What follows belongs to an exercise in optimizing a design on an open flow for small area; a production flow would make more cautious choices. Only simulation tests tie the RTL to the original design; equivalence was not proved. Power figures rest on the tool's default switching activity, not on a simulated workload.

// motion_top
module motion_top (
    input  logic                        clk,
    input  logic                        rst_n,
    input  logic                        reg_wr_valid,
    input  motion_pkg::reg_write_t      reg_wr,
    input  logic                        cmd_valid,
    input  motion_pkg::step_cmd_t       cmd,
    output logic                        cmd_ready,
    input  logic [4-1:0] endstop,
    output logic [4-1:0]   motor_step,
    output logic [4-1:0]   motor_dir,
    output logic [4-1:0]   motor_enable,
    output logic [4-1:0] endstop_state,
    output logic                        abort
);
    logic [32-1:0] wdata_n;
    logic [32-1:0] pre_q, pulse_q, post_q;   
    logic [15:0] cfg_q;                                  
    logic [7:0]  opt_q;                                  
    logic        unlock;
    logic [7:0]  wsel;
    assign wdata_n = ~(reg_wr.data & {32{rst_n}});
    always_comb begin
        wsel = '0;
        wsel[reg_wr.addr] = reg_wr_valid;
    end
    always_ff @(posedge clk) begin
        if (!rst_n || wsel[0]) pre_q   <= wdata_n;
        if (!rst_n || wsel[1]) pulse_q <= wdata_n;
        if (!rst_n || wsel[2]) post_q  <= wdata_n;
        if (!rst_n || wsel[3]) cfg_q   <= wdata_n[15:0];
        if (!rst_n || wsel[4]) opt_q   <= wdata_n[7:0];
        unlock <= rst_n && wsel[5];
    end
    localparam logic [1:0] ST_IDLE = 2'b00, ST_PRE = 2'b01, ST_PULSE = 2'b11, ST_POST = 2'b10;
    logic [1:0]                state [3];
    logic [32-1:0] cnt_q [3];   
    logic [2:0]                ax_dir;
    logic [2:0]                ax_step;
    logic [2:0]                ax_idle;
    for (genvar a = 0; a < 3; a++) begin : g_axis
        logic                      done;
        logic                      start;
        logic                      ld_pre, ld_pulse, ld_post, hold;
        logic [32-1:1] ones;
        logic [32-1:0] cnt_d;
        assign ax_idle[a] = (state[a] == ST_IDLE);
        assign ax_step[a] = (state[a] == ST_PULSE);
        assign start      = cmd_valid && (cmd.axis == a) && !abort;
        assign ld_pre   = (state[a] == ST_IDLE);
        assign ld_pulse = done && (state[a] == ST_PRE);
        assign ld_post  = done && (state[a] == ST_PULSE);
        assign hold     = ld_pre || ld_pulse || ld_post;
        logic [7:0] grp_n;
        logic [7:1] low_g;
  ...
Settings: LEC_CHECK=0, CAP_MARGIN=0, CORE_MARGIN=2, CORE_UTILIZATION=65, PLACE_DENSITY=0.75, SLEW_MARGIN=0, SYNTH_HIERARCHICAL=1, SYNTH_MINIMUM_KEEP_SIZE=0; clock period 5.0 ns.
standard.sh (not shown) runs the stock make flow with config.mk's settings and CLKGATE_MAP_FILE= SYNTH_SCRIPT=/design/flow/synth_recipe.tcl, a recipe that flattens the netlist after the stock synthesis.
==> flow/flow/run.sh <==
#!/bin/bash
# Own layout flow: the standard ORFS flow with
#  - synthesis identical to synth_recipe.tcl except that ABC maps the
#    combinational logic with an area-oriented script (flow/abc_area.script);
#    registers are untouched by ABC, so they keep the standard names and cells
#  - port buffers of the smallest buffer cell
#  - clock tree built from small clock buffers, without dummy loads
set -euo pipefail
W=$PWD
cat > "$W/area_synth.tcl" <<EOS
proc abc {args} {
  set i [lsearch -exact \$args -script]
  if {\$i >= 0} { lset args [expr {\$i+1}] $W/flow/abc_area.script }
  yosys abc {*}\$args
}
source $W/synth_recipe.tcl
EOS
make -C "$FLOW_HOME" DESIGN_CONFIG="$W/config.mk" WORK_HOME="$W/orfs" CLKGATE_MAP_FILE= \
  SYNTH_SCRIPT="$W/area_synth.tcl" synth > "$W/synth.log" 2>&1
export BUFFER_PORTS_ARGS="-buffer_cell sky130_fd_sc_hd__buf_1"
export CTS_ARGS="-sink_clustering_enable -repair_clock_nets -dont_use_dummy_load -sink_clustering_size 18 -sink_clustering_max_diameter 60 -buf_list {sky130_fd_sc_hd__clkbuf_8}"
bash "$W/standard.sh" > "$W/layout.log" 2>&1
==> flow/flow/abc_area.script <==
&get -n
&st
&deepsyn -T 20
&dch -f
&nf -R 1000 -F 8 -A 4 -a
&put
mfs3 -a
Rerun with:
--- a/flow/flow/run.sh
+++ b/flow/flow/run.sh
@@ -21 +21 @@
-export CTS_ARGS="-sink_clustering_enable -repair_clock_nets -dont_use_dummy_load -sink_clustering_size 18 -sink_clustering_max_diameter 60 -buf_list {sky130_fd_sc_hd__clkbuf_8}"
+export CTS_ARGS="-sink_clustering_enable -repair_clock_nets -dont_use_dummy_load -sink_clustering_size 16 -sink_clustering_max_diameter 60 -buf_list {sky130_fd_sc_hd__clkbuf_8}"
Settings changed: CORE_UTILIZATION 65 to 55, PLACE_DENSITY 0.75 to 0.65.
After rerunning:
- wire length rose by 4.2%
- sequential share of layout area fell by 0.40 points
- worst hold slack improves by 0.0067 ns
- global-route usage fell by 4.2 points
- synthesized cell count does not change
- non-clock buffer count rose by 1
- design area rose by 0.70%
- power rose by 0.63%
Rerun with:
--- a/flow/flow/run.sh
+++ b/flow/flow/run.sh
@@ -21 +21 @@
-export CTS_ARGS="-sink_clustering_enable -repair_clock_nets -dont_use_dummy_load -sink_clustering_size 16 -sink_clustering_max_diameter 60 -buf_list {sky130_fd_sc_hd__clkbuf_8}"
+export CTS_ARGS="-sink_clustering_enable -repair_clock_nets -dont_use_dummy_load -sink_clustering_size 20 -sink_clustering_max_diameter 60 -buf_list {sky130_fd_sc_hd__clkbuf_8}"
Settings changed: CAP_MARGIN 0 to 20, CORE_UTILIZATION 55 to 65, PLACE_DENSITY 0.65 to 0.75, SLEW_MARGIN 0 to 20.
=> The new run completed without violations. Cell count went down by 3.8%. Global-route usage went up by 4.2 points. Design area went down by 0.40%. Total power went down by 1.6%. Wire length went down by 3.3%. Sequential share of layout area went up by 0.23 points.
Rerun with:
--- a/flow/flow/run.sh
+++ b/flow/flow/run.sh
@@ -21 +21 @@
-export CTS_ARGS="-sink_clustering_enable -repair_clock_nets -dont_use_dummy_load -sink_clustering_size 20 -sink_clustering_max_diameter 60 -buf_list {sky130_fd_sc_hd__clkbuf_8}"
+export CTS_ARGS="-sink_clustering_enable -repair_clock_nets -dont_use_dummy_load -sink_clustering_size 16 -sink_clustering_max_diameter 60 -buf_list {sky130_fd_sc_hd__clkbuf_8}"
Settings changed: CAP_MARGIN 20 to 0, SLEW_MARGIN 20 to 0.
- wire length grows slightly
- global-route usage increases by 0.31 points
- die area barely changes
- utilization shrinks by 0.31 points
- worst hold slack is worse by 0.021 ns
- total power grows slightly
Rerun with:
Settings changed: CAP_MARGIN 0 to 20, SLEW_MARGIN 0 to 20.
Sequential share of layout area fell by 0.46 points.
Routed wire length is lower by 0.54%.
Utilization grows by 0.58 points.
Sequential power hardly moves.
Setup slack is better by 0.011 ns.
Hold slack is better by 0.017 ns.

==> separate check: timing with driven ports <==
How much do the figures lean on ideal ports? The routed layouts below were timed once more, with nothing changed but the port constraints.
Step 1, drivers: a clkbuf_16 drives clk and a buf_2 each remaining input, both assumed.
Step 2 adds t to the input delays and takes it off the output delays; t is the mean of the earliest and latest rising clock arrival at the registers after step 1. Input paths then give back, and output paths get back, about the clock's delay inside the block.
a / b / c = ideal ports / drivers / drivers and shift; a / b = the first two.
run | t, ns | setup slack, ns | worst register clock-pin slew, ns | cell pins on the clock port's net
the first run | 0.557 | 2.030 / 2.030 / 1.631 | 0.11 / 0.11 | 1
the second run | 0.550 | 1.730 / 1.730 / 1.629 | 0.10 / 0.10 | 1
the third run | 0.540 | 1.902 / 1.902 / 1.902 | 0.12 / 0.12 | 1
the fourth run | 0.551 | 2.011 / 2.011 / 1.554 | 0.10 / 0.10 | 1
the fifth run | 0.544 | 2.021 / 2.021 / 1.925 | 0.10 / 0.10 | 1
After both steps every run listed still meets setup and hold. The setup slack of the fourth run, which loses most, moves by 0.000 ns with the drivers and by -0.457 ns with both steps.
